Context: an optimization exercise on an open-source flow, tuned for small area and a short achievable clock period. The choices shown serve that exercise and are no tape-out recipe. The RTL was checked by simulation tests, not by an equivalence proof against the original design. No driver is modelled on the clock port, so clocking that relies on it looks cheaper here than on a real chip. No activity file was given, so power comes from the tool's default toggle rates.

## pcSequencer
module pcSequencer (
	input  logic                   clk,
	input  logic                   rst,
	input  logic                   instrValid,
	input  pcSequencerPkg::wordT   instr,
	input  logic                   aluValid,
	input  pcSequencerPkg::regIdxT aluDest,
	input  pcSequencerPkg::wordT   aluData,
	input  logic                   aluCarry,
	output logic                   nextPcValid,
	output pcSequencerPkg::addrT   nextPc,
	output logic                   branchTaken
);
export LEC_CHECK = 0
export CAP_MARGIN = 20
export CORE_MARGIN = 2
export CORE_UTILIZATION = 60
export CTS_CLUSTER_DIAMETER = 100
export CTS_CLUSTER_SIZE = 30
export SETUP_SLACK_MARGIN = 1.5
export SLEW_MARGIN = 20
export BUFFER_PORTS_ARGS = -buffer_cell sky130_fd_sc_hd__buf_4
create_clock -name core_clock -period 3.6 [get_ports {clk}]
standard.sh (not shown) runs the stock make flow with config.mk's settings and CLKGATE_MAP_FILE= SYNTH_SCRIPT=/design/flow/synth_recipe.tcl, a recipe that flattens the netlist after the stock synthesis.
==> flow/flow/run.sh <==
#!/bin/bash
# The standard layout, with two changes: the port buffers are buf_4 cells
# (the default pick is a slow delay cell that the footprint-bound sizer
# cannot replace), and the sizer may swap cells across footprints.
set -euo pipefail
cd "$(dirname "$0")/.."
echo 'export BUFFER_PORTS_ARGS = -buffer_cell sky130_fd_sc_hd__buf_4' >> config.mk
bash standard.sh MATCH_CELL_FOOTPRINT=0 finish > flow_make.log 2>&1
Change:
==> flow/flow/run.sh (replaced) <==
#!/bin/bash
# The standard layout, with these changes:
# - the port buffers are buf_4 cells (the default pick is a slow delay cell
#   that the footprint-bound sizer cannot replace);
# - the sizer may swap cells across footprints;
# - the 4-input OR and NOR cells, which are slow, are not used;
# - after CTS, one more setup repair by sizing only (flow/post_cts.tcl).
set -euo pipefail
cd "$(dirname "$0")/.."
here=$(pwd)
cat >> config.mk <<EOC
export BUFFER_PORTS_ARGS = -buffer_cell sky130_fd_sc_hd__buf_4
export POST_CTS_TCL = $here/flow/post_cts.tcl
export EXTRA_SETUP_MARGIN = 1.8
export DONT_USE_CELLS = sky130_fd_sc_hd__or4_1 sky130_fd_sc_hd__or4_2 sky130_fd_sc_hd__or4_4 sky130_fd_sc_hd__or4b_1 sky130_fd_sc_hd__or4b_2 sky130_fd_sc_hd__or4b_4 sky130_fd_sc_hd__or4bb_1 sky130_fd_sc_hd__or4bb_2 sky130_fd_sc_hd__or4bb_4 sky130_fd_sc_hd__nor4_1 sky130_fd_sc_hd__nor4_2 sky130_fd_sc_hd__nor4_4 sky130_fd_sc_hd__nor4b_1 sky130_fd_sc_hd__nor4b_2 sky130_fd_sc_hd__nor4b_4 sky130_fd_sc_hd__nor4bb_1 sky130_fd_sc_hd__nor4bb_2 sky130_fd_sc_hd__nor4bb_4
EOC
bash standard.sh MATCH_CELL_FOOTPRINT=0 finish > flow_make.log 2>&1
==> flow/flow/post_cts.tcl (new file) <==
# Extra setup repair after CTS: cell sizing and pin swaps only, aiming past
# the flow's own margin, then legalise the placement again.
log_cmd repair_timing -setup -setup_margin $::env(EXTRA_SETUP_MARGIN) -sequence sizeup,swap -max_passes 100 -repair_tns 100 -verbose
log_cmd detailed_placement
check_placement -verbose
log_cmd estimate_parasitics -placement
puts "extra sizing: worst slack [worst_slack -max]"
Settings changed: CORE_UTILIZATION 60 to 65, CTS_CLUSTER_SIZE 30 to 25, DONT_USE_CELLS set to sky130_fd_sc_hd__or4_1 sky130_fd_sc_hd__or4_2 sky130_fd_sc_hd__or4_4 sky130_fd_sc_hd__or4b_1 sky130_fd_sc_hd__or4b_2 sky130_fd_sc_hd__or4b_4 sky130_fd_sc_hd__or4bb_1 sky130_fd_sc_hd__or4bb_2 sky130_fd_sc_hd__or4bb_4 sky130_fd_sc_hd__nor4_1 sky130_fd_sc_hd__nor4_2 sky130_fd_sc_hd__nor4_4 sky130_fd_sc_hd__nor4b_1 sky130_fd_sc_hd__nor4b_2 sky130_fd_sc_hd__nor4b_4 sky130_fd_sc_hd__nor4bb_1 sky130_fd_sc_hd__nor4bb_2 sky130_fd_sc_hd__nor4bb_4, EXTRA_SETUP_MARGIN set to 1.8, POST_CTS_TCL set to /design/flow/flow/post_cts.tcl.
Result: The new run completed without violations; setup slack gets better by 0.12 ns; via count rose by 1.2%; clock skew shrinks by 0.0089 ns; worst hold slack degrades by 0.024 ns; core utilization grows by 6.9 points; non-clock buffer count shrinks by 29; final area went up by 1.8%.


## the baseline
The RTL this note starts from:
==> flow/design.v <==
package pcSequencerPkg;
	typedef logic [31:0] addrT;
	typedef logic [31:0] wordT;
	typedef logic [4:0] regIdxT;
	typedef logic [23:0] labelT;
	typedef enum logic [2:0] {
		brNone  = 3'b000,
		brReg   = 3'b001,
		brLabel = 3'b010,
		brTest  = 3'b100
	} branchTypeT;
	typedef logic [2:0] funcCodeT;
	localparam funcCodeT fnB    = 3'b000;
	localparam funcCodeT fnBl   = 3'b001;
	localparam funcCodeT fnBcy  = 3'b010;
	localparam funcCodeT fnBcny = 3'b011;
	localparam funcCodeT fnBltz = 3'b000;
	localparam funcCodeT fnBz   = 3'b001;
	localparam funcCodeT fnBnz  = 3'b010;
endpackage
`timescale 1ns/100ps
module branchDecode (
	input  logic                  clk,
	input  logic                  rst,
	input  logic                  instrValid,
	input  pcSequencerPkg::wordT  instr,
	output logic                  decValid,
	output logic                  decIsReg,    
	output logic                  decLblAlw,   
	output logic                  decLblCy,    
	output logic                  decLblNcy,   
	output logic                  decLink,     
	output logic                  decTLtz,     
	output logic                  decTZ,       
	output logic                  decTNz,      
	output logic [31:0]           decSel,      
	output logic                  decHit,      
	input  logic                  aluWrite,
	input  pcSequencerPkg::regIdxT aluDest,
	output pcSequencerPkg::labelT decLabel
);
	logic isReg, isLbl, isTst;
	logic [2:0] fn;
	assign isReg = (instr[31:29] == 3'b001);
	assign isLbl = (instr[31:29] == 3'b010);
	assign isTst = (instr[31:29] == 3'b100);
	assign fn    = instr[28:26];
	logic hit;
	assign hit = aluWrite & (instr[23:19] == aluDest);
	always_ff @(posedge clk) begin
		if (rst) begin
			decValid <= 1'b0;
		end else begin
			decValid <= instrValid;
		end
	end
	always_ff @(posedge clk) begin
		decIsReg  <= isReg;
		decLblAlw <= isLbl & (fn[2:1] == 2'b00);
		decLblCy  <= isLbl & (fn == 3'd2);
		decLblNcy <= isLbl & (fn == 3'd3);
		decLink   <= isLbl & (fn == 3'd1);
		decTLtz   <= isTst & (fn == 3'd0);
		decTZ     <= isTst & (fn == 3'd1);
		decTNz    <= isTst & (fn == 3'd2);
		decHit    <= hit;
		for (int j = 0; j < 32; j++) begin
			decSel[j] <= (instr[23:19] == 5'(j)) & ~hit;
		end
		decLabel  <= isTst ? {5'd0, instr[18:0]} : instr[23:0];
	end
endmodule
`timescale 1ns/100ps
module operandFetch (
	input  logic                  clk,
	input  logic                  rst,
	input  logic                  decValid,
	input  logic                  decIsReg,
	input  logic                  decLblAlw,
	input  logic                  decLblCy,
	input  logic                  decLblNcy,
	input  logic                  decLink,
	input  logic                  decTLtz,
	input  logic                  decTZ,
	input  logic                  decTNz,
	input  logic [31:0]           decSel,
	input  logic                  decHit,      
	input  pcSequencerPkg::labelT decLabel,
	output logic                  fetValid,
	output logic                  fetUncond,   
	output logic                  fetLink,
	output logic                  fetTLtz,
	output logic                  fetTZ,
	output logic                  fetTNz,
	output logic                  fetNeg,      
	output logic                  fetZero,     
	output pcSequencerPkg::addrT  fetTarget,   
	input  logic                  aluValid,
	input  logic                  aluWrite,    
	input  pcSequencerPkg::regIdxT aluDest,
	input  pcSequencerPkg::wordT  aluData,
	input  logic                  aluCarry,
	input  logic                  linkValid,
	input  pcSequencerPkg::wordT  linkData,
	input  logic                  linkZero
);
	pcSequencerPkg::wordT regFile [0:32-1];
	logic [31:0] regZero;
	logic carryFlag;
	pcSequencerPkg::wordT stData;
	logic stZero;
	logic [3:0] stHi;    
	logic [7:0] stLo;    
	always_ff @(posedge clk) begin
		stData <= rst ? '0 : aluData;
		stZero <= rst | (aluData == '0);
		for (int a = 0; a < 4; a++) begin
			stHi[a] <= rst | (aluWrite & (aluDest[4:3] == 2'(a)));
		end
		for (int b = 0; b < 8; b++) begin
			stLo[b] <= rst | (aluDest[2:0] == 3'(b));
		end
	end
	pcSequencerPkg::wordT linkWord;
	logic linkZeroBit;
	logic [31:0] rowEn;
	assign linkWord    = linkValid ? linkData : stData;
	assign linkZeroBit = linkValid ? linkZero : stZero;
	for (genvar j = 0; j < 32; j++) begin : g_en
		if (j == 31) begin : g_link
			assign rowEn[j] = (stHi[j / 8] & stLo[j % 8]) | linkValid;
		end else begin : g_alu
			assign rowEn[j] = stHi[j / 8] & stLo[j % 8];
		end
	end
	always_ff @(posedge clk) begin
		for (int j = 0; j < 32; j++) begin
			if (rowEn[j]) begin
				regFile[j] <= (j == 31) ? linkWord : stData;
				regZero[j] <= (j == 31) ? linkZeroBit : stZero;
			end
		end
	end
	always_ff @(posedge clk) begin
		if (rst) begin
			carryFlag <= 1'b0;
		end else if (aluValid) begin
			carryFlag <= aluCarry;
		end
	end
	pcSequencerPkg::wordT readData;
	logic readZero;
	always_comb begin
		readData = '0;
		readZero = 1'b0;
		for (int j = 0; j < 32; j++) begin
			readData = readData | (regFile[j] & {32{decSel[j]}});
			readZero = readZero | (regZero[j] & decSel[j]);
		end
		readData = readData | (stData & {32{decHit}});
		readZero = readZero | (stZero & decHit);
	end
	always_ff @(posedge clk) begin
		if (rst) begin
			fetValid <= 1'b0;
		end else begin
			fetValid <= decValid;
		end
	end
	always_ff @(posedge clk) begin
		fetUncond <= decIsReg | decLblAlw | (decLblCy & carryFlag) | (decLblNcy & ~carryFlag);
		fetLink   <= decLink;
		fetTLtz   <= decTLtz;
		fetTZ     <= decTZ;
		fetTNz    <= decTNz;
		fetNeg    <= readData[31];
		fetZero   <= readZero;
		fetTarget <= decIsReg ? readData : {8'd0, decLabel};
	end
endmodule
`timescale 1ns/100ps
module branchResolve (
	input  logic                  clk,
	input  logic                  rst,
	input  logic                  fetValid,
	input  logic                  fetUncond,
	input  logic                  fetLink,
	input  logic                  fetTLtz,
	input  logic                  fetTZ,
	input  logic                  fetTNz,
	input  logic                  fetNeg,
	input  logic                  fetZero,
	input  pcSequencerPkg::addrT  fetTarget,
	output logic                  nextPcValid,
	output pcSequencerPkg::addrT  nextPc,
	output logic                  branchTaken,
	output logic                  linkValid,
	output pcSequencerPkg::wordT  linkData,
	output logic                  linkZero
);
	pcSequencerPkg::addrT pcReg;
	pcSequencerPkg::addrT pcPlusOne;
	logic takeBranch;
	logic [31:0] pcCarry;
	assign pcCarry[0] = 1'b1;
	for (genvar i = 1; i < 32; i++) begin : g_carry
		assign pcCarry[i] = &pcReg[i-1:0];
	end
	assign pcPlusOne  = pcReg ^ pcCarry;
	assign takeBranch = fetUncond | (fetTLtz & fetNeg) | (fetTZ & fetZero) | (fetTNz & ~fetZero);
	always_ff @(posedge clk) begin
		if (rst) begin
			pcReg       <= 32'd0;
			nextPcValid <= 1'b0;
			branchTaken <= 1'b0;
			linkValid   <= 1'b0;
		end else begin
			nextPcValid <= fetValid;
			branchTaken <= fetValid & takeBranch;
			linkValid   <= fetValid & fetLink;
			if (fetValid) begin
				pcReg <= takeBranch ? fetTarget : pcPlusOne;
			end
		end
	end
	always_ff @(posedge clk) begin
		linkData <= pcPlusOne;
		linkZero <= &pcReg;
	end
	assign nextPc = pcReg;
endmodule
`timescale 1ns/100ps
module pcSequencer (
	input  logic                   clk,
	input  logic                   rst,
	input  logic                   instrValid,
	input  pcSequencerPkg::wordT   instr,
	input  logic                   aluValid,
	input  pcSequencerPkg::regIdxT aluDest,
	input  pcSequencerPkg::wordT   aluData,
	input  logic                   aluCarry,
	output logic                   nextPcValid,
	output pcSequencerPkg::addrT   nextPc,
	output logic                   branchTaken
);
	logic linkValid, linkZero;
	pcSequencerPkg::wordT linkData;
	logic decValid, decIsReg, decLblAlw, decLblCy, decLblNcy, decLink;
	logic decTLtz, decTZ, decTNz;
	logic [31:0] decSel;
	logic decHit;
	logic aluWrite;
	assign aluWrite = aluValid & ~rst & ~(linkValid & (aluDest == 5'(31)));
	pcSequencerPkg::labelT decLabel;
	logic fetValid, fetUncond, fetLink, fetTLtz, fetTZ, fetTNz, fetNeg, fetZero;
	pcSequencerPkg::addrT fetTarget;
	branchDecode u_branchDecode (
		.clk(clk), .rst(rst), .instrValid(instrValid), .instr(instr),
		.decValid(decValid), .decIsReg(decIsReg), .decLblAlw(decLblAlw),
		.decLblCy(decLblCy), .decLblNcy(decLblNcy), .decLink(decLink),
		.decTLtz(decTLtz), .decTZ(decTZ), .decTNz(decTNz),
		.decSel(decSel), .decHit(decHit), .aluWrite(aluWrite), .aluDest(aluDest),
		.decLabel(decLabel)
	);
	operandFetch u_operandFetch (
		.clk(clk), .rst(rst), .decValid(decValid), .decIsReg(decIsReg),
		.decLblAlw(decLblAlw), .decLblCy(decLblCy), .decLblNcy(decLblNcy),
		.decLink(decLink), .decTLtz(decTLtz), .decTZ(decTZ), .decTNz(decTNz),
		.decSel(decSel), .decHit(decHit), .decLabel(decLabel),
		.fetValid(fetValid), .fetUncond(fetUncond), .fetLink(fetLink),
		.fetTLtz(fetTLtz), .fetTZ(fetTZ), .fetTNz(fetTNz),
		.fetNeg(fetNeg), .fetZero(fetZero), .fetTarget(fetTarget),
		.aluValid(aluValid), .aluWrite(aluWrite), .aluDest(aluDest), .aluData(aluData), .aluCarry(aluCarry),
		.linkValid(linkValid), .linkData(linkData), .linkZero(linkZero)
	);
	branchResolve u_branchResolve (
		.clk(clk), .rst(rst), .fetValid(fetValid), .fetUncond(fetUncond),
		.fetLink(fetLink), .fetTLtz(fetTLtz), .fetTZ(fetTZ), .fetTNz(fetTNz),
		.fetNeg(fetNeg), .fetZero(fetZero), .fetTarget(fetTarget),
		.nextPcValid(nextPcValid), .nextPc(nextPc), .branchTaken(branchTaken),
		.linkValid(linkValid), .linkData(linkData), .linkZero(linkZero)
	);
endmodule
==> flow/config.mk <==
export PLATFORM = sky130hd
export DESIGN_NAME = pcSequencer
export DESIGN_NICKNAME = pcSequencer
export VERILOG_FILES = /design/flow/design.v
export SDC_FILE = /design/flow/constraint.sdc
export NUM_CORES = 4
export LEC_CHECK = 0
export CAP_MARGIN = 20
export CORE_MARGIN = 2
export CORE_UTILIZATION = 65
export CTS_CLUSTER_DIAMETER = 100
export CTS_CLUSTER_SIZE = 25
export SETUP_SLACK_MARGIN = 1.5
export SLEW_MARGIN = 20
export BUFFER_PORTS_ARGS = -buffer_cell sky130_fd_sc_hd__buf_4
export POST_CTS_TCL = /design/flow/flow/post_cts.tcl
export EXTRA_SETUP_MARGIN = 1.8
export DONT_USE_CELLS = sky130_fd_sc_hd__or4_1 sky130_fd_sc_hd__or4_2 sky130_fd_sc_hd__or4_4 sky130_fd_sc_hd__or4b_1 sky130_fd_sc_hd__or4b_2 sky130_fd_sc_hd__or4b_4 sky130_fd_sc_hd__or4bb_1 sky130_fd_sc_hd__or4bb_2 sky130_fd_sc_hd__or4bb_4 sky130_fd_sc_hd__nor4_1 sky130_fd_sc_hd__nor4_2 sky130_fd_sc_hd__nor4_4 sky130_fd_sc_hd__nor4b_1 sky130_fd_sc_hd__nor4b_2 sky130_fd_sc_hd__nor4b_4 sky130_fd_sc_hd__nor4bb_1 sky130_fd_sc_hd__nor4bb_2 sky130_fd_sc_hd__nor4bb_4
==> flow/constraint.sdc <==
create_clock -name core_clock -period 3.6 [get_ports {clk}]
set_input_delay 0.7200 -clock core_clock [delete_from_list [all_inputs] [get_ports {clk}]]
set_output_delay 0.7200 -clock core_clock [all_outputs]
set_load 0.01 [all_outputs]
==> flow/flow/run.sh <==
#!/bin/bash
# The standard layout, with these changes:
# - the port buffers are buf_4 cells (the default pick is a slow delay cell
#   that the footprint-bound sizer cannot replace);
# - the sizer may swap cells across footprints;
# - the 4-input OR and NOR cells, which are slow, are not used;
# - after CTS, one more setup repair by sizing only (flow/post_cts.tcl).
set -euo pipefail
cd "$(dirname "$0")/.."
here=$(pwd)
cat >> config.mk <<EOC
export BUFFER_PORTS_ARGS = -buffer_cell sky130_fd_sc_hd__buf_4
export POST_CTS_TCL = $here/flow/post_cts.tcl
export EXTRA_SETUP_MARGIN = 1.8
export DONT_USE_CELLS = sky130_fd_sc_hd__or4_1 sky130_fd_sc_hd__or4_2 sky130_fd_sc_hd__or4_4 sky130_fd_sc_hd__or4b_1 sky130_fd_sc_hd__or4b_2 sky130_fd_sc_hd__or4b_4 sky130_fd_sc_hd__or4bb_1 sky130_fd_sc_hd__or4bb_2 sky130_fd_sc_hd__or4bb_4 sky130_fd_sc_hd__nor4_1 sky130_fd_sc_hd__nor4_2 sky130_fd_sc_hd__nor4_4 sky130_fd_sc_hd__nor4b_1 sky130_fd_sc_hd__nor4b_2 sky130_fd_sc_hd__nor4b_4 sky130_fd_sc_hd__nor4bb_1 sky130_fd_sc_hd__nor4bb_2 sky130_fd_sc_hd__nor4bb_4
EOC
bash standard.sh MATCH_CELL_FOOTPRINT=0 finish > flow_make.log 2>&1
==> flow/flow/post_cts.tcl <==
# Extra setup repair after CTS: cell sizing and pin swaps only, aiming past
# the flow's own margin, then legalise the placement again.
log_cmd repair_timing -setup -setup_margin $::env(EXTRA_SETUP_MARGIN) -sequence sizeup,swap -max_passes 100 -repair_tns 100 -verbose
log_cmd detailed_placement
check_placement -verbose
log_cmd estimate_parasitics -placement
puts "extra sizing: worst slack [worst_slack -max]"
The baseline | status: complete | timing, DRC, antenna: pass
For the candidate, these inputs were changed with respect to the baseline:
==> flow/flow/run.sh <==
#!/bin/bash
# The standard layout, with two changes: the port buffers are buf_4 cells
# (the default pick is a slow delay cell that the footprint-bound sizer
# cannot replace), and the sizer may swap cells across footprints.
set -euo pipefail
cd "$(dirname "$0")/.."
echo 'export BUFFER_PORTS_ARGS = -buffer_cell sky130_fd_sc_hd__buf_4' >> config.mk
bash standard.sh MATCH_CELL_FOOTPRINT=0 finish > flow_make.log 2>&1
==> flow/config.mk <==
export PLATFORM = sky130hd
export DESIGN_NAME = pcSequencer
export DESIGN_NICKNAME = pcSequencer
export VERILOG_FILES = /design/flow/design.v
export SDC_FILE = /design/flow/constraint.sdc
export NUM_CORES = 4
export LEC_CHECK = 0
export CAP_MARGIN = 20
export CORE_MARGIN = 2
export CORE_UTILIZATION = 60
export CTS_CLUSTER_DIAMETER = 100
export CTS_CLUSTER_SIZE = 30
export SETUP_SLACK_MARGIN = 1.5
export SLEW_MARGIN = 20
export BUFFER_PORTS_ARGS = -buffer_cell sky130_fd_sc_hd__buf_4
removed: flow/flow/post_cts.tcl
## What came out
The candidate vs. the baseline: fmax has decreased, routed wire length has increased. Share of power burned in combinational logic: the candidate vs the baseline — no meaningful difference.

separate check: timing with driven ports:
In the flow no input, the clock included, has a driving cell. The finished layouts below were timed again as built, in two steps.
Step 1, drivers: a clkbuf_16 drives clk and a buf_2 each remaining input, both assumed.
Step 2 moves the port delays by t, midway between the first and last clock arrival at a register: inputs arrive t later, outputs are due t later. That takes back most of the time a late clock gives input paths.
Three values: ideal, step 1, step 2; two values: the first two.
run | t (ns) | slack for setup (ns) | worst register clock-pin slew, ns | worst slew at a driven data input, ns | cell pins on the clock port's net
the first run of note 1 | 0.722 | 1.431 / 1.431 / 0.905 | 0.12 / 0.12 | 0.07 | 1
the second run of note 1 | 0.738 | 1.555 / 1.532 / 0.994 | 0.11 / 0.11 | 0.07 | 1
the baseline | 0.752 | 1.604 / 1.531 / 1.274 | 0.11 / 0.11 | 0.07 | 1
the candidate | 0.736 | 1.484 / 1.464 / 1.297 | 0.12 / 0.12 | 0.08 | 1
After both steps every run listed still meets setup and hold. The setup slack of the second run of note 1, which loses most, moves by -0.023 ns with the drivers and by -0.561 ns with both steps.
